What follows belongs to an exercise in optimizing a design on an open flow for small area and a short achievable clock period; a production flow would make more cautious choices.
In this exercise RTL edits were held to simulation tests only and were not proved equivalent to the original.
Power and IR drop assume default switching activity.

## flow/design.v (module list and top-level ports; edited modules follow where they fit)
// module alu_decode: 90 lines
// module alu_fx_arith: 907 lines
// module alu_fx_sat: 208 lines
// module alu_bit_ops: 21 lines
// module alu_result: 32 lines
// module alu_top: 70 lines
module alu_top
#(
    parameter int INT_W  = alu_fx_pkg::INT_W_DEF,
    parameter int FRAC_W = alu_fx_pkg::FRAC_W_DEF,
    parameter int DATA_W = INT_W + FRAC_W
) (
    input  logic              i_clk,
    input  logic              i_rst_n,
    input  logic [DATA_W-1:0] i_data_a,
    input  logic [DATA_W-1:0] i_data_b,
    input  logic [alu_op_pkg::OP_W-1:0]   i_inst,
    output logic              o_busy,
    output logic              o_valid,
    output logic [DATA_W-1:0] o_data
);
  // ...
==> flow/run.sh <==
#!/bin/bash
# synth_recipe.tcl (not shown) runs the flow's synth.tcl, then flattens the netlist and writes it again
# the make line also repeats each setting of config.mk as NAME=value (left out here)
make -C /OpenROAD-flow-scripts/flow DESIGN_CONFIG=/design/flow/config.mk WORK_HOME=/design/flow/orfs CLKGATE_MAP_FILE= SYNTH_SCRIPT=/design/flow/synth_recipe.tcl finish
==> flow/config.mk <==
export PLATFORM = sky130hd
export DESIGN_NAME = alu_top
export DESIGN_NICKNAME = alu_top
export VERILOG_FILES = /design/flow/design.v
export SDC_FILE = /design/flow/constraint.sdc
export NUM_CORES = 4
export LEC_CHECK = 0
export ABC_AREA = 0
export CAP_MARGIN = 20
export CORE_MARGIN = 2
export CORE_UTILIZATION = 40
export SETUP_SLACK_MARGIN = 5
export SLEW_MARGIN = 20
==> flow/constraint.sdc <==
create_clock -name core_clock -period 10.0 [get_ports {i_clk}]
set_input_delay 2.0000 -clock core_clock [delete_from_list [all_inputs] [get_ports {i_clk}]]
set_output_delay 2.0000 -clock core_clock [all_outputs]
set_load 0.01 [all_outputs]
==> qor.csv, run 1 <==
stage,metric,value,unit
status,outcome,"complete, no violations",
layout,Non-CTS inverters,158,
critical_path,CP peak stage delay,0.42,ns
layout,num sequential,105,
yosys,Main synth FF type,dfxtp_1,
critical_path,CP Launch Point,u_result.rc10$_DFFE_PN0P_,
place,pre-CTS setup slack,4.242,ns
route,Wirelength per Cell,21.35,µm
global_route,GR Util met2,36.69,%
yosys,synth cell count leaders,"inv_1 (157), a22oi_1 (140), fa_1 (121), xnor2_1 (106), clkbuf_1 (101)",
power,sequential power,563,µW
cts,CTS Root Cell,clkbuf_16,
yosys,cell with the most instances after synthesis,inv_1,
yosys,post-synthesis compound-gate area fraction,17.51,%
sta,fin crit share,50.69,%
power,Combinational Power Share,56.1,%
yosys,share of flip-flops with an asynchronous set or reset,43.81,%
power,share of power burned in registers,26.3,%
floorplanning,die area,32380,µm²
cts,post-CTS setup buffer count,19,
layout,Non-clock buffer share,5.683,%
min_path,Worst Hold Class,register to register,
critical_path,R2R Path Start,u_decode.o_d[5]$_SDFF_PP0_,
layout,clk cell area share,2.286,%
sta,unrepaired setup endpoints after global routing,true,
yosys,top-area cell type share of the netlist area,19.56,%
sta,max frequency,0.1973,GHz
place,dpl cells,1711,
layout,"Most flops, register",u_decode.o_d,
power,P_sw,948.7,µW
==> module alu_decode, before the edit <==
module alu_decode (
    input  logic        i_clk,
    input  logic        i_rst_n,
    input  logic [15:0] i_data_a,
    input  logic [15:0] i_data_b,
    input  logic [3:0]  i_inst,
    input  logic [15:0] i_acc,
    output logic        o_busy,
    output logic        o_valid,
    output logic        o_exec,
    output logic        o_sub,
    output logic        o_rot,
    output logic        o_lfsr,
    output logic [15:0] o_m,
    output logic [23:0] o_d,
    output logic [15:0] o_x
);
    logic [1:0] state;
    always_ff @(posedge i_clk or negedge i_rst_n) begin
        if (!i_rst_n) begin
            state <= 2'd0;
        end else begin
            state <= {state[1] | state[0], ~state[0]};
        end
    end
    assign o_busy  = ~state[0];
    assign o_valid = state[1] & state[0];
    assign o_exec  = state[1] & ~state[0];
    logic is_addsub, is_sub, is_mul, is_mac, is_rot, is_clz, is_lrcw, is_lfsr;
    logic [4:0]  clz;
    logic [15:0] beff;
    logic [23:0] d_in;
    logic [15:0] x_in;
    logic [4:0]  amt;
    logic [15:0] rval;
    assign is_addsub = (i_inst[3:1] == 3'b000);
    assign is_sub    = (i_inst == 4'd1);
    assign is_mul    = (i_inst == 4'd2);
    assign is_mac    = (i_inst == 4'd3);
    assign is_rot    = !(is_addsub || is_mul || is_mac);
    assign is_clz    = (i_inst == 4'd5);
    assign is_lrcw   = (i_inst == 4'd6);
    assign is_lfsr   = (i_inst == 4'd7) && (i_data_b <= 16'(alu_fx_pkg::LFSR_MAX_STEPS));
    always_comb begin
        clz = 5'd16;
        for (int i = 0; i < 16; i++) begin
            if (i_data_a[i]) clz = 5'(15 - i);
        end
    end
    assign beff = is_addsub ? 16'h0400 : i_data_b;
    always_comb begin
        for (int k = 0; k < 8; k++) begin
            logic b1, b0, bm;
            b1 = beff[2*k+1];
            b0 = beff[2*k];
            bm = (k == 0) ? 1'b0 : beff[2*k-1];
            d_in[3*k]   = b1;
            d_in[3*k+1] = b0 ^ bm;
            d_in[3*k+2] = (b1 & ~b0 & ~bm) | (~b1 & b0 & bm);
        end
    end
    logic [1:0] p2 [8];
    logic [2:0] p3 [4];
    logic [3:0] p4 [2];
    logic [4:0] pop;
    always_comb begin
        for (int i = 0; i < 8; i++) p2[i] = {1'b0, i_data_a[2*i]} + {1'b0, i_data_a[2*i+1]};
        for (int i = 0; i < 4; i++) p3[i] = {1'b0, p2[2*i]} + {1'b0, p2[2*i+1]};
        for (int i = 0; i < 2; i++) p4[i] = {1'b0, p3[2*i]} + {1'b0, p3[2*i+1]};
    end
    assign pop = {1'b0, p4[0]} + {1'b0, p4[1]};
    assign amt  = is_lrcw ? pop : is_lfsr ? i_data_b[4:0] : 5'd0;
    assign rval = is_lfsr ? i_data_a :
                  is_lrcw ? i_data_b :
                  is_clz  ? {11'd0, clz} : 16'd0;
    always_comb begin
        if (is_addsub)   x_in = i_data_b ^ {16{is_sub}};
        else if (is_mac) x_in = i_acc;
        else if (is_rot) x_in = rval;
        else             x_in = 16'd0;
    end
    always_ff @(posedge i_clk) begin
        o_m    <= i_data_a;
        o_d    <= is_rot ? {19'd0, amt} : d_in;
        o_x    <= x_in;
        o_sub  <= is_sub;
        o_rot  <= is_rot;
        o_lfsr <= is_lfsr;
    end
endmodule
==> module alu_fx_sat, before the edit <==
module alu_fx_sat (
    input  logic [21:0] r0,
    input  logic [21:0] r1,
    input  logic        c10,
    output logic [15:0] o_res
);
    logic [21:0] q_g, q_t, q_s;
    logic [22:0] q_c;
    assign q_g[0] = r0[0] & r1[0];
    assign q_t[0] = r0[0] ^ r1[0];
    assign q_g[1] = r0[1] & r1[1];
    assign q_t[1] = r0[1] ^ r1[1];
    assign q_g[2] = r0[2] & r1[2];
    assign q_t[2] = r0[2] ^ r1[2];
    assign q_g[3] = r0[3] & r1[3];
    assign q_t[3] = r0[3] ^ r1[3];
    assign q_g[4] = r0[4] & r1[4];
    assign q_t[4] = r0[4] ^ r1[4];
    assign q_g[5] = r0[5] & r1[5];
    assign q_t[5] = r0[5] ^ r1[5];
    assign q_g[6] = r0[6] & r1[6];
    assign q_t[6] = r0[6] ^ r1[6];
    assign q_g[7] = r0[7] & r1[7];
    assign q_t[7] = r0[7] ^ r1[7];
    assign q_g[8] = r0[8] & r1[8];
    assign q_t[8] = r0[8] ^ r1[8];
    assign q_g[9] = r0[9] & r1[9];
    assign q_t[9] = r0[9] ^ r1[9];
    assign q_g[10] = r0[10] & r1[10];
    assign q_t[10] = r0[10] ^ r1[10];
    assign q_g[11] = r0[11] & r1[11];
    assign q_t[11] = r0[11] ^ r1[11];
    assign q_g[12] = r0[12] & r1[12];
    assign q_t[12] = r0[12] ^ r1[12];
    assign q_g[13] = r0[13] & r1[13];
    assign q_t[13] = r0[13] ^ r1[13];
    assign q_g[14] = r0[14] & r1[14];
    assign q_t[14] = r0[14] ^ r1[14];
    assign q_g[15] = r0[15] & r1[15];
    assign q_t[15] = r0[15] ^ r1[15];
    assign q_g[16] = r0[16] & r1[16];
    assign q_t[16] = r0[16] ^ r1[16];
    assign q_g[17] = r0[17] & r1[17];
    assign q_t[17] = r0[17] ^ r1[17];
    assign q_g[18] = r0[18] & r1[18];
    assign q_t[18] = r0[18] ^ r1[18];
    assign q_g[19] = r0[19] & r1[19];
    assign q_t[19] = r0[19] ^ r1[19];
    assign q_g[20] = r0[20] & r1[20];
    assign q_t[20] = r0[20] ^ r1[20];
    assign q_g[21] = r0[21] & r1[21];
    assign q_t[21] = r0[21] ^ r1[21];
    logic q_gg0, q_pp0;
    assign q_gg0 = q_g[0] | (q_t[0] & c10);
    assign q_pp0 = q_t[0] & 1'b0;
    logic q_gg1, q_pp1;
    assign q_gg1 = q_g[2] | (q_t[2] & q_g[1]);
    assign q_pp1 = q_t[2] & q_t[1];
    logic q_gg2, q_pp2;
    assign q_gg2 = q_g[4] | (q_t[4] & q_g[3]);
    assign q_pp2 = q_t[4] & q_t[3];
    logic q_gg3, q_pp3;
    assign q_gg3 = q_g[6] | (q_t[6] & q_g[5]);
    assign q_pp3 = q_t[6] & q_t[5];
    logic q_gg4, q_pp4;
    assign q_gg4 = q_g[8] | (q_t[8] & q_g[7]);
    assign q_pp4 = q_t[8] & q_t[7];
    logic q_gg5, q_pp5;
    assign q_gg5 = q_g[10] | (q_t[10] & q_g[9]);
    assign q_pp5 = q_t[10] & q_t[9];
    logic q_gg6, q_pp6;
    assign q_gg6 = q_g[12] | (q_t[12] & q_g[11]);
    assign q_pp6 = q_t[12] & q_t[11];
    logic q_gg7, q_pp7;
    assign q_gg7 = q_g[14] | (q_t[14] & q_g[13]);
    assign q_pp7 = q_t[14] & q_t[13];
    logic q_gg8, q_pp8;
    assign q_gg8 = q_g[16] | (q_t[16] & q_g[15]);
    assign q_pp8 = q_t[16] & q_t[15];
    logic q_gg9, q_pp9;
    assign q_gg9 = q_g[18] | (q_t[18] & q_g[17]);
    assign q_pp9 = q_t[18] & q_t[17];
    logic q_gg10, q_pp10;
    assign q_gg10 = q_g[20] | (q_t[20] & q_g[19]);
    assign q_pp10 = q_t[20] & q_t[19];
    logic q_gg11, q_pp11;
    assign q_gg11 = q_g[1] | (q_t[1] & q_gg0);
    assign q_pp11 = q_t[1] & q_pp0;
    logic q_gg12, q_pp12;
    assign q_gg12 = q_gg1 | (q_pp1 & q_gg0);
    assign q_pp12 = q_pp1 & q_pp0;
    logic q_gg13, q_pp13;
    assign q_gg13 = q_g[5] | (q_t[5] & q_gg2);
    assign q_pp13 = q_t[5] & q_pp2;
    logic q_gg14, q_pp14;
    assign q_gg14 = q_gg3 | (q_pp3 & q_gg2);
    assign q_pp14 = q_pp3 & q_pp2;
    logic q_gg15, q_pp15;
    assign q_gg15 = q_g[9] | (q_t[9] & q_gg4);
    assign q_pp15 = q_t[9] & q_pp4;
    logic q_gg16, q_pp16;
    assign q_gg16 = q_gg5 | (q_pp5 & q_gg4);
    assign q_pp16 = q_pp5 & q_pp4;
    logic q_gg17, q_pp17;
    assign q_gg17 = q_g[13] | (q_t[13] & q_gg6);
    assign q_pp17 = q_t[13] & q_pp6;
    logic q_gg18, q_pp18;
    assign q_gg18 = q_gg7 | (q_pp7 & q_gg6);
    assign q_pp18 = q_pp7 & q_pp6;
    logic q_gg19, q_pp19;
    assign q_gg19 = q_g[17] | (q_t[17] & q_gg8);
    assign q_pp19 = q_t[17] & q_pp8;
    logic q_gg20, q_pp20;
    assign q_gg20 = q_gg9 | (q_pp9 & q_gg8);
    assign q_pp20 = q_pp9 & q_pp8;
    logic q_gg21, q_pp21;
    assign q_gg21 = q_g[21] | (q_t[21] & q_gg10);
    assign q_pp21 = q_t[21] & q_pp10;
    logic q_gg22, q_pp22;
    assign q_gg22 = q_g[3] | (q_t[3] & q_gg12);
    assign q_pp22 = q_t[3] & q_pp12;
    logic q_gg23, q_pp23;
    assign q_gg23 = q_gg2 | (q_pp2 & q_gg12);
    assign q_pp23 = q_pp2 & q_pp12;
    logic q_gg24, q_pp24;
    assign q_gg24 = q_gg13 | (q_pp13 & q_gg12);
    assign q_pp24 = q_pp13 & q_pp12;
    logic q_gg25, q_pp25;
    assign q_gg25 = q_gg14 | (q_pp14 & q_gg12);
    assign q_pp25 = q_pp14 & q_pp12;
    logic q_gg26, q_pp26;
    assign q_gg26 = q_g[11] | (q_t[11] & q_gg16);
    assign q_pp26 = q_t[11] & q_pp16;
    logic q_gg27, q_pp27;
    assign q_gg27 = q_gg6 | (q_pp6 & q_gg16);
    assign q_pp27 = q_pp6 & q_pp16;
    logic q_gg28, q_pp28;
    assign q_gg28 = q_gg17 | (q_pp17 & q_gg16);
    assign q_pp28 = q_pp17 & q_pp16;
    logic q_gg29, q_pp29;
    assign q_gg29 = q_gg18 | (q_pp18 & q_gg16);
    assign q_pp29 = q_pp18 & q_pp16;
    logic q_gg30, q_pp30;
    assign q_gg30 = q_g[19] | (q_t[19] & q_gg20);
    assign q_pp30 = q_t[19] & q_pp20;
    logic q_gg31, q_pp31;
    assign q_gg31 = q_gg10 | (q_pp10 & q_gg20);
    assign q_pp31 = q_pp10 & q_pp20;
    logic q_gg32, q_pp32;
    assign q_gg32 = q_gg21 | (q_pp21 & q_gg20);
    assign q_pp32 = q_pp21 & q_pp20;
    logic q_gg33, q_pp33;
    assign q_gg33 = q_g[7] | (q_t[7] & q_gg25);
    assign q_pp33 = q_t[7] & q_pp25;
    logic q_gg34, q_pp34;
    assign q_gg34 = q_gg4 | (q_pp4 & q_gg25);
    assign q_pp34 = q_pp4 & q_pp25;
    logic q_gg35, q_pp35;
    assign q_gg35 = q_gg15 | (q_pp15 & q_gg25);
    assign q_pp35 = q_pp15 & q_pp25;
    logic q_gg36, q_pp36;
    assign q_gg36 = q_gg16 | (q_pp16 & q_gg25);
    assign q_pp36 = q_pp16 & q_pp25;
    logic q_gg37, q_pp37;
    assign q_gg37 = q_gg26 | (q_pp26 & q_gg25);
    assign q_pp37 = q_pp26 & q_pp25;
    logic q_gg38, q_pp38;
    assign q_gg38 = q_gg27 | (q_pp27 & q_gg25);
    assign q_pp38 = q_pp27 & q_pp25;
    logic q_gg39, q_pp39;
    assign q_gg39 = q_gg28 | (q_pp28 & q_gg25);
    assign q_pp39 = q_pp28 & q_pp25;
    logic q_gg40, q_pp40;
    assign q_gg40 = q_gg29 | (q_pp29 & q_gg25);
    assign q_pp40 = q_pp29 & q_pp25;
    logic q_gg41, q_pp41;
    assign q_gg41 = q_g[15] | (q_t[15] & q_gg40);
    assign q_pp41 = q_t[15] & q_pp40;
    logic q_gg42, q_pp42;
    assign q_gg42 = q_gg8 | (q_pp8 & q_gg40);
    assign q_pp42 = q_pp8 & q_pp40;
    logic q_gg43, q_pp43;
    assign q_gg43 = q_gg19 | (q_pp19 & q_gg40);
    assign q_pp43 = q_pp19 & q_pp40;
    logic q_gg44, q_pp44;
    assign q_gg44 = q_gg20 | (q_pp20 & q_gg40);
    assign q_pp44 = q_pp20 & q_pp40;
    logic q_gg45, q_pp45;
    assign q_gg45 = q_gg30 | (q_pp30 & q_gg40);
    assign q_pp45 = q_pp30 & q_pp40;
    logic q_gg46, q_pp46;
    assign q_gg46 = q_gg31 | (q_pp31 & q_gg40);
    assign q_pp46 = q_pp31 & q_pp40;
    logic q_gg47, q_pp47;
    assign q_gg47 = q_gg32 | (q_pp32 & q_gg40);
    assign q_pp47 = q_pp32 & q_pp40;
    assign q_c = {q_gg47, q_gg46, q_gg45, q_gg44, q_gg43, q_gg42, q_gg41, q_gg40, q_gg39, q_gg38, q_gg37, q_gg36, q_gg35, q_gg34, q_gg33, q_gg25, q_gg24, q_gg23, q_gg22, q_gg12, q_gg11, q_gg0, c10};
    assign q_s = q_t ^ q_c[21:0];
    logic [6:0] hi0, hi1;
    assign hi0 = r0[21:15] + r1[21:15];
    assign hi1 = r0[21:15] + r1[21:15] + 7'd1;
    logic fits0, fits1, fits, sgn;
    assign fits0 = (&hi0) | ~(|hi0);
    assign fits1 = (&hi1) | ~(|hi1);
    assign fits = q_c[15] ? fits1 : fits0;
    assign sgn  = q_c[15] ? hi1[6] : hi0[6];
    assign o_res = fits ? q_s[15:0] : {sgn, {15{~sgn}}};
endmodule
==> module alu_bit_ops, before the edit <==
module alu_bit_ops (
    input  logic        i_lfsr,
    input  logic [4:0]  i_amt,
    input  logic [15:0] i_val,
    output logic [15:0] o_res
);
    logic [15:0] rot;
    logic [15:0] therm;
    logic [15:0] fb;
    assign rot = ({i_val, i_val} << i_amt[3:0]) >> 16;
    always_comb begin
        for (int i = 0; i < 16; i++) therm[i] = (5'(i) < i_amt);
    end
    always_comb begin
        for (int i = 0; i < 16; i++) begin
            if (i < 8) fb[i] = i_lfsr ? (rot[(i + 14) % 16] ^ rot[(i + 13) % 16] ^ rot[(i + 11) % 16]) : 1'b1;
            else       fb[i] = 1'b1;
        end
    end
    assign o_res = rot ^ (therm & fb);
endmodule
==> module alu_result, before the edit <==
module alu_result (
    input  logic        i_clk,
    input  logic        i_rst_n,
    input  logic        i_exec,
    input  logic        i_rot_op,
    input  logic [21:0] i_r0,
    input  logic [21:0] i_r1,
    input  logic        i_c10,
    input  logic [15:0] i_rot_res,
    output logic [15:0] o_data
);
    logic [21:0] rq0;
    logic [21:0] rq1;
    logic        rc10;
    always_ff @(posedge i_clk or negedge i_rst_n) begin
        if (!i_rst_n) begin
            rq0  <= '0;
            rq1  <= '0;
            rc10 <= 1'b0;
        end else if (i_exec) begin
            rq0  <= i_rot_op ? {{6{i_rot_res[15]}}, i_rot_res} : i_r0;
            rq1  <= i_rot_op ? 22'd0 : i_r1;
            rc10 <= i_rot_op ? 1'b0  : i_c10;
        end
    end
    alu_fx_sat u_sat (
        .r0    (rq0),
        .r1    (rq1),
        .c10   (rc10),
        .o_res (o_data)
    );
endmodule
==> module alu_top, before the edit <==
module alu_top
#(
    parameter int INT_W  = alu_fx_pkg::INT_W_DEF,
    parameter int FRAC_W = alu_fx_pkg::FRAC_W_DEF,
    parameter int DATA_W = INT_W + FRAC_W
) (
    input  logic              i_clk,
    input  logic              i_rst_n,
    input  logic [DATA_W-1:0] i_data_a,
    input  logic [DATA_W-1:0] i_data_b,
    input  logic [alu_op_pkg::OP_W-1:0]   i_inst,
    output logic              o_busy,
    output logic              o_valid,
    output logic [DATA_W-1:0] o_data
);
    logic        exec;
    logic        sub;
    logic        rot;
    logic        lfsr;
    logic [15:0] m;
    logic [23:0] d;
    logic [15:0] x;
    logic [21:0] r0;
    logic [21:0] r1;
    logic        c10;
    logic [15:0] rot_res;
    alu_decode u_decode (
        .i_clk    (i_clk),
        .i_rst_n  (i_rst_n),
        .i_data_a (i_data_a),
        .i_data_b (i_data_b),
        .i_inst   (i_inst),
        .i_acc    (o_data),
        .o_busy   (o_busy),
        .o_valid  (o_valid),
        .o_exec   (exec),
        .o_sub    (sub),
        .o_rot    (rot),
        .o_lfsr   (lfsr),
        .o_m      (m),
        .o_d      (d),
        .o_x      (x)
    );
    alu_fx_arith u_fx_arith (
        .a     (m),
        .d     (d),
        .x     (x),
        .sub   (sub),
        .o_r0  (r0),
        .o_r1  (r1),
        .o_c10 (c10)
    );
    alu_bit_ops u_bit_ops (
        .i_lfsr (lfsr),
        .i_amt  (d[4:0]),
        .i_val  (x),
        .o_res  (rot_res)
    );
    alu_result u_result (
        .i_clk       (i_clk),
        .i_rst_n     (i_rst_n),
        .i_exec      (exec),
        .i_rot_op    (rot),
        .i_r0        (r0),
        .i_r1        (r1),
        .i_c10       (c10),
        .i_rot_res   (rot_res),
        .o_data      (o_data)
    );
endmodule
==> inputs of run 2 (changes only) <==
--- a/flow/design.v
+++ b/flow/design.v
@@ -43,17 +43,17 @@
     assign o_busy  = ~state[0];
     assign o_valid = state[1] & state[0];
     assign o_exec  = state[1] & ~state[0];
     logic is_addsub, is_sub, is_mul, is_mac, is_rot, is_clz, is_lrcw, is_lfsr;
     logic [4:0]  clz;
     logic [15:0] beff;
     logic [23:0] d_in;
     logic [15:0] x_in;
-    logic [4:0]  amt;
+    logic [7:0]  amt;
     logic [15:0] rval;
     assign is_addsub = (i_inst[3:1] == 3'b000);
     assign is_sub    = (i_inst == 4'd1);
     assign is_mul    = (i_inst == 4'd2);
     assign is_mac    = (i_inst == 4'd3);
     assign is_rot    = !(is_addsub || is_mul || is_mac);
     assign is_clz    = (i_inst == 4'd5);
     assign is_lrcw   = (i_inst == 4'd6);
@@ -74,50 +74,53 @@
             d_in[3*k]   = b1;
             d_in[3*k+1] = b0 ^ bm;
             d_in[3*k+2] = (b1 & ~b0 & ~bm) | (~b1 & b0 & bm);
         end
     end
     logic [1:0] p2 [8];
     logic [2:0] p3 [4];
     logic [3:0] p4 [2];
-    logic [4:0] pop;
     always_comb begin
         for (int i = 0; i < 8; i++) p2[i] = {1'b0, i_data_a[2*i]} + {1'b0, i_data_a[2*i+1]};
         for (int i = 0; i < 4; i++) p3[i] = {1'b0, p2[2*i]} + {1'b0, p2[2*i+1]};
         for (int i = 0; i < 2; i++) p4[i] = {1'b0, p3[2*i]} + {1'b0, p3[2*i+1]};
     end
-    assign pop = {1'b0, p4[0]} + {1'b0, p4[1]};
-    assign amt  = is_lrcw ? pop : is_lfsr ? i_data_b[4:0] : 5'd0;
+    assign amt  = is_lrcw ? {p4[1], p4[0]} : is_lfsr ? {4'd0, i_data_b[3:0]} : 8'd0;
     assign rval = is_lfsr ? i_data_a :
                   is_lrcw ? i_data_b :
                   is_clz  ? {11'd0, clz} : 16'd0;
     always_comb begin
         if (is_addsub)   x_in = i_data_b ^ {16{is_sub}};
         else if (is_mac) x_in = i_acc;
         else if (is_rot) x_in = rval;
         else             x_in = 16'd0;
     end
     always_ff @(posedge i_clk) begin
         o_m    <= i_data_a;
-        o_d    <= is_rot ? {19'd0, amt} : d_in;
+        o_d    <= is_rot ? {16'd0, amt} : d_in;
         o_x    <= x_in;
         o_sub  <= is_sub;
         o_rot  <= is_rot;
         o_lfsr <= is_lfsr;
     end
 endmodule
 module alu_fx_arith (
     input  logic [15:0] a,
     input  logic [23:0] d,
     input  logic [15:0] x,
     input  logic        sub,
-    output logic [21:0] o_r0,
-    output logic [21:0] o_r1,
-    output logic        o_c10
+    output logic [14:0] o_r0,
+    output logic [14:0] o_r1,
+    output logic        o_c10,
+    output logic        o_t25,
+    output logic        o_fits0,
+    output logic        o_fits1,
+    output logic        o_sgn0,
+    output logic        o_sgn1
 );
     logic neg_0;
     logic one_0;
     logic two_0;
     logic pp_0_0;
     logic pp_0_1;
     logic pp_0_2;
     logic pp_0_3;
@@ -1003,28 +1006,41 @@
     logic lo_gg15, lo_pp15;
     assign lo_gg15 = lo_gg4 | (lo_pp4 & lo_gg13);
     assign lo_pp15 = lo_pp4 & lo_pp13;
     logic lo_gg16, lo_pp16;
     assign lo_gg16 = lo_gg9 | (lo_pp9 & lo_gg13);
     assign lo_pp16 = lo_pp9 & lo_pp13;
     assign lo_c = {lo_gg16, lo_gg15, lo_gg14, lo_gg13, lo_gg12, lo_gg11, lo_gg10, lo_gg6, lo_gg5, lo_gg0, 1'b0};
     assign lo_s = lo_t ^ lo_c[9:0];
-    assign o_r0  = r0[31:10];
-    assign o_r1  = r1[31:10];
+    assign o_r0  = r0[24:10];
+    assign o_r1  = r1[24:10];
     assign o_c10 = lo_c[10];
+    logic [6:0] hi0, hi1;
+    assign hi0 = r0[31:25] + r1[31:25];
+    assign hi1 = r0[31:25] + r1[31:25] + 7'd1;
+    assign o_t25   = hi0[0];
+    assign o_fits0 = (&hi0) | ~(|hi0);
+    assign o_fits1 = (&hi1) | ~(|hi1);
+    assign o_sgn0  = hi0[6];
+    assign o_sgn1  = hi1[6];
 endmodule
 module alu_fx_sat (
-    input  logic [21:0] r0,
-    input  logic [21:0] r1,
+    input  logic [14:0] r0,
+    input  logic [14:0] r1,
     input  logic        c10,
+    input  logic        t25,
+    input  logic        fits0,
+    input  logic        fits1,
+    input  logic        sgn0,
+    input  logic        sgn1,
     output logic [15:0] o_res
 );
-    logic [21:0] q_g, q_t, q_s;
-    logic [22:0] q_c;
+    logic [14:0] q_g, q_t, q_s;
+    logic [15:0] q_c;
     assign q_g[0] = r0[0] & r1[0];
     assign q_t[0] = r0[0] ^ r1[0];
     assign q_g[1] = r0[1] & r1[1];
     assign q_t[1] = r0[1] ^ r1[1];
     assign q_g[2] = r0[2] & r1[2];
     assign q_t[2] = r0[2] ^ r1[2];
     assign q_g[3] = r0[3] & r1[3];
     assign q_t[3] = r0[3] ^ r1[3];
@@ -1045,30 +1061,16 @@
     assign q_g[11] = r0[11] & r1[11];
     assign q_t[11] = r0[11] ^ r1[11];
     assign q_g[12] = r0[12] & r1[12];
     assign q_t[12] = r0[12] ^ r1[12];
     assign q_g[13] = r0[13] & r1[13];
     assign q_t[13] = r0[13] ^ r1[13];
     assign q_g[14] = r0[14] & r1[14];
     assign q_t[14] = r0[14] ^ r1[14];
-    assign q_g[15] = r0[15] & r1[15];
-    assign q_t[15] = r0[15] ^ r1[15];
-    assign q_g[16] = r0[16] & r1[16];
-    assign q_t[16] = r0[16] ^ r1[16];
-    assign q_g[17] = r0[17] & r1[17];
-    assign q_t[17] = r0[17] ^ r1[17];
-    assign q_g[18] = r0[18] & r1[18];
-    assign q_t[18] = r0[18] ^ r1[18];
-    assign q_g[19] = r0[19] & r1[19];
-    assign q_t[19] = r0[19] ^ r1[19];
-    assign q_g[20] = r0[20] & r1[20];
-    assign q_t[20] = r0[20] ^ r1[20];
-    assign q_g[21] = r0[21] & r1[21];
-    assign q_t[21] = r0[21] ^ r1[21];
     logic q_gg0, q_pp0;
     assign q_gg0 = q_g[0] | (q_t[0] & c10);
     assign q_pp0 = q_t[0] & 1'b0;
     logic q_gg1, q_pp1;
     assign q_gg1 = q_g[2] | (q_t[2] & q_g[1]);
     assign q_pp1 = q_t[2] & q_t[1];
     logic q_gg2, q_pp2;
     assign q_gg2 = q_g[4] | (q_t[4] & q_g[3]);
@@ -1084,154 +1086,103 @@
     assign q_pp5 = q_t[10] & q_t[9];
     logic q_gg6, q_pp6;
     assign q_gg6 = q_g[12] | (q_t[12] & q_g[11]);
     assign q_pp6 = q_t[12] & q_t[11];
     logic q_gg7, q_pp7;
     assign q_gg7 = q_g[14] | (q_t[14] & q_g[13]);
     assign q_pp7 = q_t[14] & q_t[13];
     logic q_gg8, q_pp8;
-    assign q_gg8 = q_g[16] | (q_t[16] & q_g[15]);
-    assign q_pp8 = q_t[16] & q_t[15];
+    assign q_gg8 = q_g[1] | (q_t[1] & q_gg0);
+    assign q_pp8 = q_t[1] & q_pp0;
     logic q_gg9, q_pp9;
-    assign q_gg9 = q_g[18] | (q_t[18] & q_g[17]);
-    assign q_pp9 = q_t[18] & q_t[17];
+    assign q_gg9 = q_gg1 | (q_pp1 & q_gg0);
+    assign q_pp9 = q_pp1 & q_pp0;
     logic q_gg10, q_pp10;
-    assign q_gg10 = q_g[20] | (q_t[20] & q_g[19]);
-    assign q_pp10 = q_t[20] & q_t[19];
+    assign q_gg10 = q_g[5] | (q_t[5] & q_gg2);
+    assign q_pp10 = q_t[5] & q_pp2;
     logic q_gg11, q_pp11;
-    assign q_gg11 = q_g[1] | (q_t[1] & q_gg0);
-    assign q_pp11 = q_t[1] & q_pp0;
+    assign q_gg11 = q_gg3 | (q_pp3 & q_gg2);
+    assign q_pp11 = q_pp3 & q_pp2;
     logic q_gg12, q_pp12;
-    assign q_gg12 = q_gg1 | (q_pp1 & q_gg0);
-    assign q_pp12 = q_pp1 & q_pp0;
+    assign q_gg12 = q_g[9] | (q_t[9] & q_gg4);
+    assign q_pp12 = q_t[9] & q_pp4;
     logic q_gg13, q_pp13;
-    assign q_gg13 = q_g[5] | (q_t[5] & q_gg2);
-    assign q_pp13 = q_t[5] & q_pp2;
+    assign q_gg13 = q_gg5 | (q_pp5 & q_gg4);
+    assign q_pp13 = q_pp5 & q_pp4;
     logic q_gg14, q_pp14;
-    assign q_gg14 = q_gg3 | (q_pp3 & q_gg2);
-    assign q_pp14 = q_pp3 & q_pp2;
+    assign q_gg14 = q_g[13] | (q_t[13] & q_gg6);
+    assign q_pp14 = q_t[13] & q_pp6;
     logic q_gg15, q_pp15;
-    assign q_gg15 = q_g[9] | (q_t[9] & q_gg4);
-    assign q_pp15 = q_t[9] & q_pp4;
+    assign q_gg15 = q_gg7 | (q_pp7 & q_gg6);
+    assign q_pp15 = q_pp7 & q_pp6;
     logic q_gg16, q_pp16;
-    assign q_gg16 = q_gg5 | (q_pp5 & q_gg4);
-    assign q_pp16 = q_pp5 & q_pp4;
+    assign q_gg16 = q_g[3] | (q_t[3] & q_gg9);
+    assign q_pp16 = q_t[3] & q_pp9;
     logic q_gg17, q_pp17;
-    assign q_gg17 = q_g[13] | (q_t[13] & q_gg6);
-    assign q_pp17 = q_t[13] & q_pp6;
+    assign q_gg17 = q_gg2 | (q_pp2 & q_gg9);
+    assign q_pp17 = q_pp2 & q_pp9;
     logic q_gg18, q_pp18;
-    assign q_gg18 = q_gg7 | (q_pp7 & q_gg6);
-    assign q_pp18 = q_pp7 & q_pp6;
+    assign q_gg18 = q_gg10 | (q_pp10 & q_gg9);
+    assign q_pp18 = q_pp10 & q_pp9;
     logic q_gg19, q_pp19;
-    assign q_gg19 = q_g[17] | (q_t[17] & q_gg8);
-    assign q_pp19 = q_t[17] & q_pp8;
+    assign q_gg19 = q_gg11 | (q_pp11 & q_gg9);
+    assign q_pp19 = q_pp11 & q_pp9;
     logic q_gg20, q_pp20;
-    assign q_gg20 = q_gg9 | (q_pp9 & q_gg8);
-    assign q_pp20 = q_pp9 & q_pp8;
+    assign q_gg20 = q_g[11] | (q_t[11] & q_gg13);
+    assign q_pp20 = q_t[11] & q_pp13;
     logic q_gg21, q_pp21;
-    assign q_gg21 = q_g[21] | (q_t[21] & q_gg10);
-    assign q_pp21 = q_t[21] & q_pp10;
+    assign q_gg21 = q_gg6 | (q_pp6 & q_gg13);
+    assign q_pp21 = q_pp6 & q_pp13;
     logic q_gg22, q_pp22;
-    assign q_gg22 = q_g[3] | (q_t[3] & q_gg12);
-    assign q_pp22 = q_t[3] & q_pp12;
+    assign q_gg22 = q_gg14 | (q_pp14 & q_gg13);
+    assign q_pp22 = q_pp14 & q_pp13;
     logic q_gg23, q_pp23;
-    assign q_gg23 = q_gg2 | (q_pp2 & q_gg12);
-    assign q_pp23 = q_pp2 & q_pp12;
+    assign q_gg23 = q_gg15 | (q_pp15 & q_gg13);
+    assign q_pp23 = q_pp15 & q_pp13;
     logic q_gg24, q_pp24;
-    assign q_gg24 = q_gg13 | (q_pp13 & q_gg12);
-    assign q_pp24 = q_pp13 & q_pp12;
+    assign q_gg24 = q_g[7] | (q_t[7] & q_gg19);
+    assign q_pp24 = q_t[7] & q_pp19;
     logic q_gg25, q_pp25;
-    assign q_gg25 = q_gg14 | (q_pp14 & q_gg12);
-    assign q_pp25 = q_pp14 & q_pp12;
+    assign q_gg25 = q_gg4 | (q_pp4 & q_gg19);
+    assign q_pp25 = q_pp4 & q_pp19;
     logic q_gg26, q_pp26;
-    assign q_gg26 = q_g[11] | (q_t[11] & q_gg16);
-    assign q_pp26 = q_t[11] & q_pp16;
+    assign q_gg26 = q_gg12 | (q_pp12 & q_gg19);
+    assign q_pp26 = q_pp12 & q_pp19;
     logic q_gg27, q_pp27;
-    assign q_gg27 = q_gg6 | (q_pp6 & q_gg16);
-    assign q_pp27 = q_pp6 & q_pp16;
+    assign q_gg27 = q_gg13 | (q_pp13 & q_gg19);
+    assign q_pp27 = q_pp13 & q_pp19;
     logic q_gg28, q_pp28;
-    assign q_gg28 = q_gg17 | (q_pp17 & q_gg16);
-    assign q_pp28 = q_pp17 & q_pp16;
+    assign q_gg28 = q_gg20 | (q_pp20 & q_gg19);
+    assign q_pp28 = q_pp20 & q_pp19;
     logic q_gg29, q_pp29;
-    assign q_gg29 = q_gg18 | (q_pp18 & q_gg16);
-    assign q_pp29 = q_pp18 & q_pp16;
+    assign q_gg29 = q_gg21 | (q_pp21 & q_gg19);
+    assign q_pp29 = q_pp21 & q_pp19;
     logic q_gg30, q_pp30;
-    assign q_gg30 = q_g[19] | (q_t[19] & q_gg20);
-    assign q_pp30 = q_t[19] & q_pp20;
+    assign q_gg30 = q_gg22 | (q_pp22 & q_gg19);
+    assign q_pp30 = q_pp22 & q_pp19;
     logic q_gg31, q_pp31;
-    assign q_gg31 = q_gg10 | (q_pp10 & q_gg20);
-    assign q_pp31 = q_pp10 & q_pp20;
-    logic q_gg32, q_pp32;
-    assign q_gg32 = q_gg21 | (q_pp21 & q_gg20);
-    assign q_pp32 = q_pp21 & q_pp20;
-    logic q_gg33, q_pp33;
-    assign q_gg33 = q_g[7] | (q_t[7] & q_gg25);
-    assign q_pp33 = q_t[7] & q_pp25;
-    logic q_gg34, q_pp34;
-    assign q_gg34 = q_gg4 | (q_pp4 & q_gg25);
-    assign q_pp34 = q_pp4 & q_pp25;
-    logic q_gg35, q_pp35;
-    assign q_gg35 = q_gg15 | (q_pp15 & q_gg25);
-    assign q_pp35 = q_pp15 & q_pp25;
-    logic q_gg36, q_pp36;
-    assign q_gg36 = q_gg16 | (q_pp16 & q_gg25);
-    assign q_pp36 = q_pp16 & q_pp25;
-    logic q_gg37, q_pp37;
-    assign q_gg37 = q_gg26 | (q_pp26 & q_gg25);
-    assign q_pp37 = q_pp26 & q_pp25;
-    logic q_gg38, q_pp38;
-    assign q_gg38 = q_gg27 | (q_pp27 & q_gg25);
-    assign q_pp38 = q_pp27 & q_pp25;
-    logic q_gg39, q_pp39;
-    assign q_gg39 = q_gg28 | (q_pp28 & q_gg25);
-    assign q_pp39 = q_pp28 & q_pp25;
-    logic q_gg40, q_pp40;
-    assign q_gg40 = q_gg29 | (q_pp29 & q_gg25);
-    assign q_pp40 = q_pp29 & q_pp25;
-    logic q_gg41, q_pp41;
-    assign q_gg41 = q_g[15] | (q_t[15] & q_gg40);
-    assign q_pp41 = q_t[15] & q_pp40;
-    logic q_gg42, q_pp42;
-    assign q_gg42 = q_gg8 | (q_pp8 & q_gg40);
-    assign q_pp42 = q_pp8 & q_pp40;
-    logic q_gg43, q_pp43;
-    assign q_gg43 = q_gg19 | (q_pp19 & q_gg40);
-    assign q_pp43 = q_pp19 & q_pp40;
-    logic q_gg44, q_pp44;
-    assign q_gg44 = q_gg20 | (q_pp20 & q_gg40);
-    assign q_pp44 = q_pp20 & q_pp40;
-    logic q_gg45, q_pp45;
-    assign q_gg45 = q_gg30 | (q_pp30 & q_gg40);
-    assign q_pp45 = q_pp30 & q_pp40;
-    logic q_gg46, q_pp46;
-    assign q_gg46 = q_gg31 | (q_pp31 & q_gg40);
-    assign q_pp46 = q_pp31 & q_pp40;
-    logic q_gg47, q_pp47;
-    assign q_gg47 = q_gg32 | (q_pp32 & q_gg40);
-    assign q_pp47 = q_pp32 & q_pp40;
-    assign q_c = {q_gg47, q_gg46, q_gg45, q_gg44, q_gg43, q_gg42, q_gg41, q_gg40, q_gg39, q_gg38, q_gg37, q_gg36, q_gg35, q_gg34, q_gg33, q_gg25, q_gg24, q_gg23, q_gg22, q_gg12, q_gg11, q_gg0, c10};
-    assign q_s = q_t ^ q_c[21:0];
-    logic [6:0] hi0, hi1;
-    assign hi0 = r0[21:15] + r1[21:15];
-    assign hi1 = r0[21:15] + r1[21:15] + 7'd1;
-    logic fits0, fits1, fits, sgn;
-    assign fits0 = (&hi0) | ~(|hi0);
-    assign fits1 = (&hi1) | ~(|hi1);
+    assign q_gg31 = q_gg23 | (q_pp23 & q_gg19);
+    assign q_pp31 = q_pp23 & q_pp19;
+    assign q_c = {q_gg31, q_gg30, q_gg29, q_gg28, q_gg27, q_gg26, q_gg25, q_gg24, q_gg19, q_gg18, q_gg17, q_gg16, q_gg9, q_gg8, q_gg0, c10};
+    assign q_s = q_t ^ q_c[14:0];
+    logic fits, sgn;
     assign fits = q_c[15] ? fits1 : fits0;
-    assign sgn  = q_c[15] ? hi1[6] : hi0[6];
-    assign o_res = fits ? q_s[15:0] : {sgn, {15{~sgn}}};
+    assign sgn  = q_c[15] ? sgn1 : sgn0;
+    assign o_res = fits ? {t25 ^ q_c[15], q_s} : {sgn, {15{~sgn}}};
 endmodule
 module alu_bit_ops (
     input  logic        i_lfsr,
-    input  logic [4:0]  i_amt,
+    input  logic [7:0]  i_d,
     input  logic [15:0] i_val,
     output logic [15:0] o_res
 );
+    logic [4:0]  i_amt;
     logic [15:0] rot;
+    assign i_amt = {1'b0, i_d[3:0]} + {1'b0, i_d[7:4]};
     logic [15:0] therm;
     logic [15:0] fb;
     assign rot = ({i_val, i_val} << i_amt[3:0]) >> 16;
     always_comb begin
         for (int i = 0; i < 16; i++) therm[i] = (5'(i) < i_amt);
     end
     always_comb begin
         for (int i = 0; i < 16; i++) begin
@@ -1241,40 +1192,65 @@
     end
     assign o_res = rot ^ (therm & fb);
 endmodule
 module alu_result (
     input  logic        i_clk,
     input  logic        i_rst_n,
     input  logic        i_exec,
     input  logic        i_rot_op,
-    input  logic [21:0] i_r0,
-    input  logic [21:0] i_r1,
+    input  logic [14:0] i_r0,
+    input  logic [14:0] i_r1,
     input  logic        i_c10,
+    input  logic        i_t25,
+    input  logic        i_fits0,
+    input  logic        i_fits1,
+    input  logic        i_sgn0,
+    input  logic        i_sgn1,
     input  logic [15:0] i_rot_res,
     output logic [15:0] o_data
 );
-    logic [21:0] rq0;
-    logic [21:0] rq1;
+    logic [14:0] rq0;
+    logic [14:0] rq1;
     logic        rc10;
+    logic        rt25;
+    logic        rfits0;
+    logic        rfits1;
+    logic        rsgn0;
+    logic        rsgn1;
     always_ff @(posedge i_clk or negedge i_rst_n) begin
         if (!i_rst_n) begin
-            rq0  <= '0;
-            rq1  <= '0;
-            rc10 <= 1'b0;
+            rq0    <= '0;
+            rq1    <= '0;
+            rc10   <= 1'b0;
+            rt25   <= 1'b0;
+            rfits0 <= 1'b1;
+            rfits1 <= 1'b1;
+            rsgn0  <= 1'b0;
+            rsgn1  <= 1'b0;
         end else if (i_exec) begin
-            rq0  <= i_rot_op ? {{6{i_rot_res[15]}}, i_rot_res} : i_r0;
-            rq1  <= i_rot_op ? 22'd0 : i_r1;
-            rc10 <= i_rot_op ? 1'b0  : i_c10;
+            rq0    <= i_rot_op ? i_rot_res[14:0] : i_r0;
+            rq1    <= i_rot_op ? 15'd0 : i_r1;
+            rc10   <= i_rot_op ? 1'b0 : i_c10;
+            rt25   <= i_rot_op ? i_rot_res[15] : i_t25;
+            rfits0 <= i_rot_op ? 1'b1 : i_fits0;
+            rfits1 <= i_rot_op ? 1'b1 : i_fits1;
+            rsgn0  <= i_rot_op ? 1'b0 : i_sgn0;
+            rsgn1  <= i_rot_op ? 1'b0 : i_sgn1;
         end
     end
     alu_fx_sat u_sat (
         .r0    (rq0),
         .r1    (rq1),
         .c10   (rc10),
+        .t25   (rt25),
+        .fits0 (rfits0),
+        .fits1 (rfits1),
+        .sgn0  (rsgn0),
+        .sgn1  (rsgn1),
         .o_res (o_data)
     );
 endmodule
 module alu_top
 #(
     parameter int INT_W  = alu_fx_pkg::INT_W_DEF,
     parameter int FRAC_W = alu_fx_pkg::FRAC_W_DEF,
     parameter int DATA_W = INT_W + FRAC_W
@@ -1290,19 +1266,24 @@
 );
     logic        exec;
     logic        sub;
     logic        rot;
     logic        lfsr;
     logic [15:0] m;
     logic [23:0] d;
     logic [15:0] x;
-    logic [21:0] r0;
-    logic [21:0] r1;
+    logic [14:0] r0;
+    logic [14:0] r1;
     logic        c10;
+    logic        t25;
+    logic        fits0;
+    logic        fits1;
+    logic        sgn0;
+    logic        sgn1;
     logic [15:0] rot_res;
     alu_decode u_decode (
         .i_clk    (i_clk),
         .i_rst_n  (i_rst_n),
         .i_data_a (i_data_a),
         .i_data_b (i_data_b),
         .i_inst   (i_inst),
         .i_acc    (o_data),
@@ -1318,28 +1299,38 @@
     );
     alu_fx_arith u_fx_arith (
         .a     (m),
         .d     (d),
         .x     (x),
         .sub   (sub),
         .o_r0  (r0),
         .o_r1  (r1),
-        .o_c10 (c10)
+        .o_c10 (c10),
+        .o_t25 (t25),
+        .o_fits0 (fits0),
+        .o_fits1 (fits1),
+        .o_sgn0 (sgn0),
+        .o_sgn1 (sgn1)
     );
     alu_bit_ops u_bit_ops (
         .i_lfsr (lfsr),
-        .i_amt  (d[4:0]),
+        .i_d    (d[7:0]),
         .i_val  (x),
         .o_res  (rot_res)
     );
     alu_result u_result (
         .i_clk       (i_clk),
         .i_rst_n     (i_rst_n),
         .i_exec      (exec),
         .i_rot_op    (rot),
         .i_r0        (r0),
         .i_r1        (r1),
         .i_c10       (c10),
+        .i_t25       (t25),
+        .i_fits0     (fits0),
+        .i_fits1     (fits1),
+        .i_sgn0      (sgn0),
+        .i_sgn1      (sgn1),
         .i_rot_res   (rot_res),
         .o_data      (o_data)
     );
 endmodule
==> flow/config.mk (replaced) <==
export PLATFORM = sky130hd
export DESIGN_NAME = alu_top
export DESIGN_NICKNAME = alu_top
export VERILOG_FILES = /design/flow/design.v
export SDC_FILE = /design/flow/constraint.sdc
export NUM_CORES = 4
export LEC_CHECK = 0
export ABC_AREA = 1
export CAP_MARGIN = 20
export CORE_MARGIN = 2
export CORE_UTILIZATION = 40
export SETUP_SLACK_MARGIN = 5
export SLEW_MARGIN = 20
==> run 2 against run 1 <==
Compared with the run above:
- combinational power up 28%
- sequential power is 8.7% lower
- register-to-register slack lost 0.62 ns
- count of clock-buffer cells in the layout is the same
- critical path type unchanged
- area after synthesis increased by 1.1%
- still clean on timing, DRC and antenna
- first-iteration DRC count is 35% higher
- worst setup slack improved by 0.17 ns
- final cell count grew 19%
- sequential share of layout area fell by 1.4 points
==> qor.csv, run 2 <==
stage,metric,value,unit,change
route,Vias,11830,,"was 10,010"
yosys,cell with the most instances after synthesis,nand2_1,,was inv_1
power,share of power burned in registers,21.3,%,was 26.3%
sta,Setup-failing EPs final,0,,unchanged
yosys,"flops & latches, synth",97,,was 105
cts,post-cts hold buffer count,0,,unchanged
critical_path,crit-path max FO,5,,was 7
place,pre-CTS setup slack,4.809,ns,was 4.242 ns
place,Placed Area,13270,µm²,"was 13,060 µm²"
sta,Slew headroom,39.29,%,was 25.53%
yosys,syn_nets,1893,,"was 1,574"
yosys,synth cell count leaders,"nand2_1 (324), inv_1 (261), nand3_1 (145), xor2_1 (145), o22ai_1 (126)",,"was inv_1 (157), a22oi_1 (140), fa_1 (121), xnor2_1 (106), clkbuf_1 (101)"
floorplanning,core footprint,30670,µm²,"was 30,510 µm²"
route,Final ANT Viol Nets,0,,unchanged
layout,most frequent cells in the layout,"nand2_1 (323), inv_1 (259), nand3_1 (145)",,"was inv_1 (156), a22oi_1 (140), fa_1 (117)"
cts,Num CTS Buffers,9,,unchanged
cts,CTS Root Cell,clkbuf_16,,unchanged
yosys,Syn. warnings,6,,unchanged
yosys,post-synthesis cell count,1679,,"was 1,365"
yosys,adder-cell share of the synthesized area,24.78,%,was 24.61%
sta,final period demand of the worst path,4.896,ns,was 5.069 ns
sta,max frequency,0.2043,GHz,was 0.1973 GHz
critical_path,CP peak stage delay,0.41,ns,was 0.42 ns
place,Post-DP HPWL,34.48,mm,was 27.86 mm
place,RePlAce Congestion,1.011,,was 0.9090
power,total power,2.410,mW,was 2.145 mW
critical_path,Crit path buffers/inverters,2,,was 4
yosys,Mean Syn Cell Area,7.458,µm²,was 9.073 µm²
floorplanning,site row count,64,,unchanged
floorplanning,DIE WIDTH,180.9,µm,was 180.0 µm
cts,htree depth,3,,unchanged
global_route,GR Util All Layers,26.90,%,was 23.17%
power,Cell Int Power,1.203,mW,was 1.196 mW
cts,CTS tree,yes,,unchanged
run,maxcap violations,0,,unchanged
power,power per cell area,176.0,nW/µm²,was 156.1 nW/µm²
power,Clk pwr share,14.9,%,was 17.7%
yosys,Yosys cell types,56,,was 60
yosys,number of synthesized flops with an enable pin,0,,unchanged
floorplanning,die area,32740,µm²,"was 32,380 µm²"
yosys,synth top area cells,"fa_1 (19%), xor2_1 (10%), nand2_1 (9.7%)",,"was fa_1 (20%), dfxtp_1 (9.5%), dfrtp_1 (9.3%)"
place,PortBufs,55,,unchanged
critical_path,Worst EP required,8.00,ns,about the same
min_path,Worst Hold Class,register to register,,unchanged
cts,Max clock buf depth,2,,unchanged
sta,Fin Setup TNS,0,ns,unchanged
power,Switching Fraction,50.07,%,was 44.23%
sta,final worst slack,5.104,ns,was 4.931 ns
route,# DRC,0,,unchanged
yosys,Synth area leader,fa_1,,unchanged
critical_path,crit-path leading delay family,compound AO/OA/AOI/OAI gates,,unchanged
layout,Final Instance Area,13700,µm²,"was 13,740 µm²"
power,Pleak,6.769,nW,was 5.655 nW
yosys,post-synthesis compound-gate area fraction,14.16,%,was 17.51%
sta,max-slew violation count,0,,unchanged
global_route,pin count of the biggest net entering global routing,46,,was 71
critical_path,CP max-delay cell,dfrtp_1,,was fa_2
floorplanning,Die Ht,180.9,µm,was 180.0 µm
global_route,number of global-route vias before repair,11750,,"was 9,905"
layout,"commonest non-fill, non-tap cell in the layout",nand2_1,,was inv_1
sta,Worst Tran Pin Value,0.9095,ns,was 1.116 ns
power,Combinational Power Share,63.8,%,was 56.1%
layout,Top Registers,"u_decode.o_d (24), u_decode.o_m (16), u_decode.o_x (16)",,"was u_decode.o_d (24), u_result.rq0 (22), u_result.rq1 (21)"
sta,Final Hold Fails,0,,unchanged
layout,Area Overhead vs Synth,9.372,%,was 10.93%
sta,fin crit share,48.96,%,was 50.69%
critical_path,"most used cell, CP",nand2_2,,was o21ai_4
yosys,register area share after synthesis,17.05,%,was 18.83%
route,Wirelength per Cell,20.76,µm,was 21.35 µm
route,vias per cell,5.651,,was 5.693
power,maximum vdd drop,98.90,µV,was 86.81 µV
yosys,share of flip-flops with an asynchronous set or reset,39.18,%,was 43.81%
layout,"Most flops, register",u_decode.o_d,,unchanged
critical_path,worst setup path category,register to output pin,,unchanged
critical_path,CP cell instances,ha_1 > a21o_1 > a21oi_2 > o21bai_2 > a21oi_4 > nand2_2 > nand2_2 > nand2_8 > buf_4 > o21ai_2 > dlygate4sd2_1,,was inv_1 > fa_2 > nor2b_4 > o21ai_4 > o21ai_4 > a221oi_4 > buf_6 > a31oi_4 > buf_4 > o2111a_2 > nor2_4 > o21ai_1 > buf_2
cts,CTS Sinks,97,,was 105
cts,"Reg clk slew, reported paths",0.08,ns,was 0.07 ns
layout,antenna diode count,0,,unchanged
route,Detailed Route WL,43.45,mm,was 37.56 mm
floorplanning,initial core utilization,40.83,%,was 40.59%
place,dpl cells,2065,,"was 1,711"
critical_path,Crit. End Element,output pin,,unchanged
yosys,mux contribution to synthesized area,0,%,was 6.698%
layout,max FFs per register,24,,unchanged
route,DRT Pass-1 Iters,6,,unchanged
status,outcome,"complete, no violations",,unchanged
layout,Final nets,1906,,"was 1,567"
layout,share of cells above drive strength 1,7.012,%,was 11.96%
power,P_sw,1.207,mW,was 948.7 µW
floorplanning,IO Count,56,,unchanged
critical_path,CP Launch Type,register,,unchanged
global_route,antenna violations before repair,0,,unchanged
yosys,synthesized cell area,12520,µm²,"was 12,380 µm²"
sta,unrepaired setup endpoints after global routing,true,,unchanged
yosys,top-area cell type share of the netlist area,19.18,%,was 19.56%
yosys,simple-gate area share of the yosys netlist,22.21,%,was 8.992%
yosys,largest family of logic cells by synthesized area,adder cells,,unchanged
yosys,xor/xnor cell area share of the yosys netlist,10.63,%,was 14.71%
global_route,total gr overflow,0,,unchanged
global_route,first-pass GRT wire length,68.42,mm,was 58.64 mm
layout,final non-filler cell total,2093,,"was 1,759"
yosys,Main synth FF type,dfxtp_1,,unchanged
cts,"Clk Latency, worst-skew pair",0.37,ns,about the same
critical_path,critical path arrival,2.90,ns,was 3.07 ns
sta,Clock Skews,0.01307,ns,was 0.01802 ns
route,initial drt markers,1228,,was 907
run 2: layer usage:
layer | vias to the layer above | GRT usage (%) | part of all wire, % | wire [µm]
met5 | - | 0 | 0 | 0
met1 | 5737 | 36.64 | 44 | 18960
met3 | 82 | 4.334 | 6.6 | 2885
li1 | 5485 | - | - | -
met4 | 0 | 8.544 | 3.3 | 1423
met2 | 524 | 43.77 | 46 | 20180
run 2: cell families (layout without fill, tap and decap cells):
| group | after synthesis | in the layout |
|---|---|---|
| and+or+nand+nor | 614 | 614 |
| AOI/OAI and AO/OA | 290 | 290 |
| DFF | 97 | 97 |
| buffers and inverters | 350 | 368 |
| xor gates and xnor gates | 152 | 152 |
| adders and majority gates | 176 | 176 |
run 2: stage by stage:
step	hold slack [ns]	util, %
after global placement	0.4662	43.27
after floorplan	0.4488	-
final	0.4949	44.66
after detailed placement	0.4759	43.27
after CTS	0.4947	44.43
after global routing	0.5168	44.66
run 2: power groups by stage:
stage | combinational [mW] | sequential [mW] | clock [mW]
after floorplan | 1.00 | 0.490 | 0
after global placement | 1.51 | 0.520 | 0
after detailed placement | 1.54 | 0.521 | 0
after CTS | 1.53 | 0.513 | 0.368
after global routing | 1.71 | 0.520 | 0.381
final | 1.54 | 0.514 | 0.360
run 2: worst paths after layout:
path	startpoint	end	slack [ns]	cells after the start
max	u_result.rq1[8]$_DFFE_PN0P_	o_data[9]	5.10	11
min reg2reg	u_result.rq0[12]$_DFFE_PN0P_	u_result.rq0[12]$_DFFE_PN0P_	0.49	2
min in group asynchronous	i_rst_n	u_result.rq1[13]$_DFFE_PN0P_	1.76	1
max reg2reg	u_decode.o_m[13]$_DFF_P_	u_result.rfits1$_DFFE_PN1P_	5.34	24
min	u_result.rq0[12]$_DFFE_PN0P_	u_result.rq0[12]$_DFFE_PN0P_	0.49	2
max in group asynchronous	i_rst_n	u_result.rq1[3]$_DFFE_PN0P_	7.68	1
run 2: area by class of cell:
type | instances | area (µm²)
multi-input combinational | 1232 | 9031
sequential | 97 | 2137
clock buffer | 9 | 225.2
timing repair buffer | 76 | 683.2
tap | 396 | 495.5
fill | 3132 | 16970
inverter | 276 | 1046
clock inverter | 7 | 77.57
run 2: what timing repair did:
action,4_1_cts,5_1_grt
gates resized for setup,27,9
buffers inserted,4,8
endpoints found under the setup margin,16,10
pin swaps,3,0
run 2: worst min-delay path: cells and delay by family, from the launching register on:
kind	cells	cell delay, ns
AND/OR/NAND/NOR	2	0.11
flip-flops	1	0.36
==> inputs of run 3 (changes only) <==
==> flow/flow/run.sh (new file) <==
#!/bin/bash
set -euo pipefail
bash standard.sh SETUP_SLACK_MARGIN=5.5 finish > standard_flow.log 2>&1
==> flow/standard.sh (new file) <==
#!/bin/bash
# synth_recipe.tcl (not shown) runs the flow's synth.tcl, then flattens the netlist and writes it again
# the make line also repeats each setting of config.mk as NAME=value (left out here)
make -C /OpenROAD-flow-scripts/flow DESIGN_CONFIG=/design/flow/config.mk WORK_HOME=/design/flow/orfs CLKGATE_MAP_FILE= SYNTH_SCRIPT=/design/flow/synth_recipe.tcl "${@:-finish}"
--- a/flow/config.mk
+++ b/flow/config.mk
@@ -9,5 +9,4 @@
 export CAP_MARGIN = 20
 export CORE_MARGIN = 2
 export CORE_UTILIZATION = 40
-export SETUP_SLACK_MARGIN = 5
 export SLEW_MARGIN = 20
removed: flow/run.sh
==> run 3 against run 2 <==
Compared with the run above:
- fmax grew 6.6%
- sequential power is 1% higher
- combinational power increased by 22%
- die area unchanged
- first-iteration DRC count increased by 15%
- worst setup slack improved by 0.30 ns
- critical path depth rose by 1
- final cell count increased by 3.5%
- wire length rose by 4.4%
- final area increased by 7.6%
- register-to-register slack improved by 0.28 ns
- critical path type unchanged
==> qor.csv, run 3 <==
stage,metric,value,unit,change
critical_path,flop-to-flop setup slack,5.62,ns,was 5.34 ns
cts,"Clk Latency, worst-skew pair",0.37,ns,about the same
yosys,Yosys cell types,56,,unchanged
yosys,synthesized cell area,12520,µm²,unchanged
layout,max FFs per register,24,,unchanged
route,initial drt markers,1408,,"was 1,228"
global_route,first-pass GRT wire length,70.00,mm,was 68.42 mm
layout,"commonest non-fill, non-tap cell in the layout",nand2_1,,unchanged
place,pre-CTS setup slack,4.809,ns,unchanged
route,DRT Pass-1 Iters,5,,was 6
floorplanning,initial core utilization,40.83,%,unchanged
layout,Top Registers,"u_decode.o_d (24), u_decode.o_m (16), u_decode.o_x (16)",,unchanged
global_route,number of global-route vias before repair,12030,,"was 11,750"
sta,Setup-failing EPs final,0,,unchanged
place,PortBufs,55,,unchanged
critical_path,worst setup path category,register to output pin,,unchanged
route,Detailed Route WL,45.38,mm,was 43.45 mm
place,dpl cells,2065,,unchanged
floorplanning,Die Ht,180.9,µm,unchanged
yosys,top-area cell type share of the netlist area,19.18,%,unchanged
floorplanning,IO Count,56,,unchanged
yosys,"flops & latches, synth",97,,unchanged
yosys,post-synthesis cell count,1679,,unchanged
global_route,antenna violations before repair,0,,unchanged
sta,Final Hold Fails,0,,unchanged
layout,antenna diode count,0,,unchanged
critical_path,Crit. End Element,output pin,,unchanged
run,maxcap violations,0,,unchanged
route,Vias,12260,,"was 11,830"
route,# DRC,0,,unchanged
layout,final non-filler cell total,2166,,"was 2,093"
power,Switching Fraction,48.71,%,was 50.07%
power,Pleak,7.176,nW,was 6.769 nW
global_route,total gr overflow,0,,unchanged
yosys,register area share after synthesis,17.05,%,unchanged
power,Cell Int Power,1.419,mW,was 1.203 mW
floorplanning,site row count,64,,unchanged
sta,fin crit share,45.92,%,was 48.96%
layout,"Most flops, register",u_decode.o_d,,unchanged
layout,share of cells above drive strength 1,15.82,%,was 7.012%
cts,post-cts hold buffer count,0,,unchanged
global_route,GR Util All Layers,27.64,%,was 26.90%
sta,Slew headroom,37.40,%,was 39.29%
power,P_sw,1.347,mW,was 1.207 mW
yosys,synth top area cells,"fa_1 (19%), xor2_1 (10%), nand2_1 (9.7%)",,unchanged
critical_path,CP Launch Type,register,,unchanged
floorplanning,die area,32740,µm²,unchanged
global_route,pin count of the biggest net entering global routing,46,,unchanged
min_path,Worst Hold Class,register to register,,unchanged
cts,CTS tree,yes,,unchanged
global_route,met3 usage,4.354,%,was 4.334%
sta,Clock Skews,0.01551,ns,was 0.01307 ns
sta,Fin Setup TNS,0,ns,unchanged
cts,Num CTS Buffers,9,,unchanged
status,outcome,"complete, no violations",,unchanged
layout,Final Instance Area,14740,µm²,"was 13,700 µm²"
yosys,Main synth FF type,dfxtp_1,,unchanged
floorplanning,DIE WIDTH,180.9,µm,unchanged
critical_path,critical path arrival,2.59,ns,was 2.90 ns
sta,unrepaired setup endpoints after global routing,true,,unchanged
yosys,syn_nets,1893,,unchanged
yosys,Mean Syn Cell Area,7.458,µm²,unchanged
layout,most frequent cells in the layout,"nand2_1 (313), inv_1 (240), nand3_1 (143), xor2_1 (143), o22ai_1 (125)",,"was nand2_1 (323), inv_1 (259), nand3_1 (145)"
power,share of power burned in registers,18.8,%,was 21.3%
sta,max-slew violation count,0,,unchanged
place,RePlAce Congestion,1.011,,unchanged
layout,Layout fillers,3038,,"was 3,132"
sta,final worst slack,5.408,ns,was 5.104 ns
global_route,met1 Use GR,37.48,%,was 36.64%
layout,Final nets,1979,,"was 1,906"
yosys,synth cell count leaders,"nand2_1 (324), inv_1 (261), nand3_1 (145), xor2_1 (145), o22ai_1 (126)",,unchanged
power,maximum vdd drop,107.0,µV,was 98.90 µV
cts,Max clock buf depth,2,,unchanged
place,Placed Area,13270,µm²,unchanged
route,Final ANT Viol Nets,0,,unchanged
global_route,GR Util met2,44.79,%,was 43.77%
power,Clk pwr share,13.0,%,was 14.9%
layout,Util after Layout,48.05,%,was 44.66%
sta,max frequency,0.2178,GHz,was 0.2043 GHz
cts,"Reg clk slew, reported paths",0.08,ns,about the same
power,Combinational Power Share,68.1,%,was 63.8%
critical_path,crit-path max FO,4,,was 5
floorplanning,core footprint,30670,µm²,unchanged
cts,CTS Sinks,97,,unchanged
power,power per cell area,187.7,nW/µm²,was 176.0 nW/µm²
cts,htree depth,3,,unchanged
sta,final period demand of the worst path,4.592,ns,was 4.896 ns
route,vias per cell,5.661,,was 5.651
yosys,number of synthesized flops with an enable pin,0,,unchanged
route,Wirelength per Cell,20.95,µm,was 20.76 µm
critical_path,Worst EP required,8.00,ns,about the same
cts,CTS Root Cell,clkbuf_16,,unchanged
place,Post-DP HPWL,34.48,mm,unchanged
global_route,Most Crowded Layer GR,met2,,unchanged
yosys,share of flip-flops with an asynchronous set or reset,39.18,%,unchanged
yosys,Syn. warnings,6,,unchanged
sta,Worst Tran Pin Value,0.9377,ns,was 0.9095 ns
layout,Area Overhead vs Synth,17.70,%,was 9.372%
yosys,cell with the most instances after synthesis,nand2_1,,unchanged
yosys,Synth area leader,fa_1,,unchanged
==> run 3: cell families (layout without fill, tap and decap cells) <==
family                   Yosys count  in the layout  share of synthesized area [%]
XOR/XNOR                         152            152                          10.63
AO/OA/AOI/OAI                    290            290                          14.16
flip-flops                        97             97                          17.05
buffers and inverters            350            439                          11.17
adder cells (fa/ha/maj)          176            176                          24.78
AND/OR/NAND/NOR                  614            616                          22.21
==> run 3: worst max-delay path: stages (launching register included) <==
cell and delay [ns]:
dfrtp_1 0.42, ha_4 0.27, a21oi_2 0.15, nand2_2 0.07, nand3_2 0.08, nand2_4 0.07, nand3_4 0.07, nand2_4 0.09
buf_12 0.15, fa_2 0.59, nand2_2 0.08, nand2_4 0.08, buf_6 0.10
==> run 3: per-layer routing <==
layer	wire length [µm]	up-vias	part of all wire (%)
met4	1771	0	3.9
met1	19340	5931	43
met2	20900	588	46
li1	-	5635	-
met3	3371	107	7.4
met5	0	-	0
==> run 3: power by group through the flow <==
stage          Combinational (mW)  Sequential, mW  Clock (mW)
2_1_floorplan                1.00           0.490           0
3_5_place_dp                 1.54           0.521           0
3_3_place_gp                 1.51           0.520           0
5_1_grt                      2.07           0.526       0.382
4_1_cts                      1.79           0.518       0.368
6_report                     1.88           0.521       0.361
==> run 3: stage by stage <==
stage	hold WS, ns	total power [mW]
6_report	0.4950	2.766
5_1_grt	0.5198	2.974
4_1_cts	0.4955	2.672
3_5_place_dp	0.4759	2.057
3_3_place_gp	0.4662	2.035
2_1_floorplan	0.4488	1.495
==> run 3: worst paths after layout <==
check                                                  from                      endpoint  depth (start not counted)
worst max-delay path            u_result.rq0[2]$_DFFE_PN0P_                     o_data[7]                         12
worst min-delay path            u_decode.state[1]$_DFF_PN0_   u_decode.state[1]$_DFF_PN0_                          2
worst min register to register  u_decode.state[1]$_DFF_PN0_   u_decode.state[1]$_DFF_PN0_                          2
max in group asynchronous                           i_rst_n   u_result.rq1[7]$_DFFE_PN0P_                          1
worst max register to register      u_decode.o_d[0]$_DFF_P_   u_result.rq0[9]$_DFFE_PN0P_                         12
min in group asynchronous                           i_rst_n  u_result.rq0[14]$_DFFE_PN0P_                          1
==> run 3: what timing repair did <==
| item | 4_1_cts | 5_1_grt |
|---|---|---|
| gates cloned | 2 | 1 |
| endpoints found under the setup margin | 23 | 27 |
| setup buffers | 34 | 48 |
| pin swaps | 20 | 22 |
| hold endpoints to repair | 0 | 0 |
| resized for setup | 177 | 56 |
==> run 3: layout make-up <==
cell class	instances	area (µm²)	area share [%]
Clock buffer	9	225.2	1.528
Timing Repair inverter	1	5.005	0.03396
Tap cell	396	495.5	3.362
Multi-Input combinational cell	1234	9405	63.82
Timing Repair Buffer	146	1260	8.549
Inverter	276	1106	7.505
Sequential cell	97	2163	14.68
Clock inverter	7	77.57	0.5264

[afterwards: timing with drivers on the ports]
In the flow no input, the clock included, has a driving cell. The finished layouts below were timed again as built, in two steps. Step 1 sets driving cells, clkbuf_16 on the clock port and buf_2 on the other inputs (assumed; they add their load-dependent delay and slew). Step 2 moves the port delays by t, midway between the first and last clock arrival at a register: inputs arrive t later, outputs are due t later. That takes back most of the time a late clock gives input paths. Three values: no drivers, after step 1, after step 2; two values: the first two.
run	shift t [ns]	setup WS [ns]	hold WS [ns]	latest minus earliest clock arrival (ns)	worst slew at a driven data input, ns
run 1	0.406	4.931 / 4.884 / 4.674	0.487 / 0.487 / 0.487	0.018 / 0.018	0.05
run 2	0.412	5.104 / 5.055 / 4.830	0.495 / 0.495 / 0.495	0.013 / 0.013	0.05
run 3	0.413	5.408 / 5.359 / 5.181	0.495 / 0.495 / 0.495	0.015 / 0.015	0.05
After both steps every run listed still meets setup and hold. For run 2, which loses most, drivers alone change the setup slack by -0.049 ns; drivers and shift together by -0.274 ns.
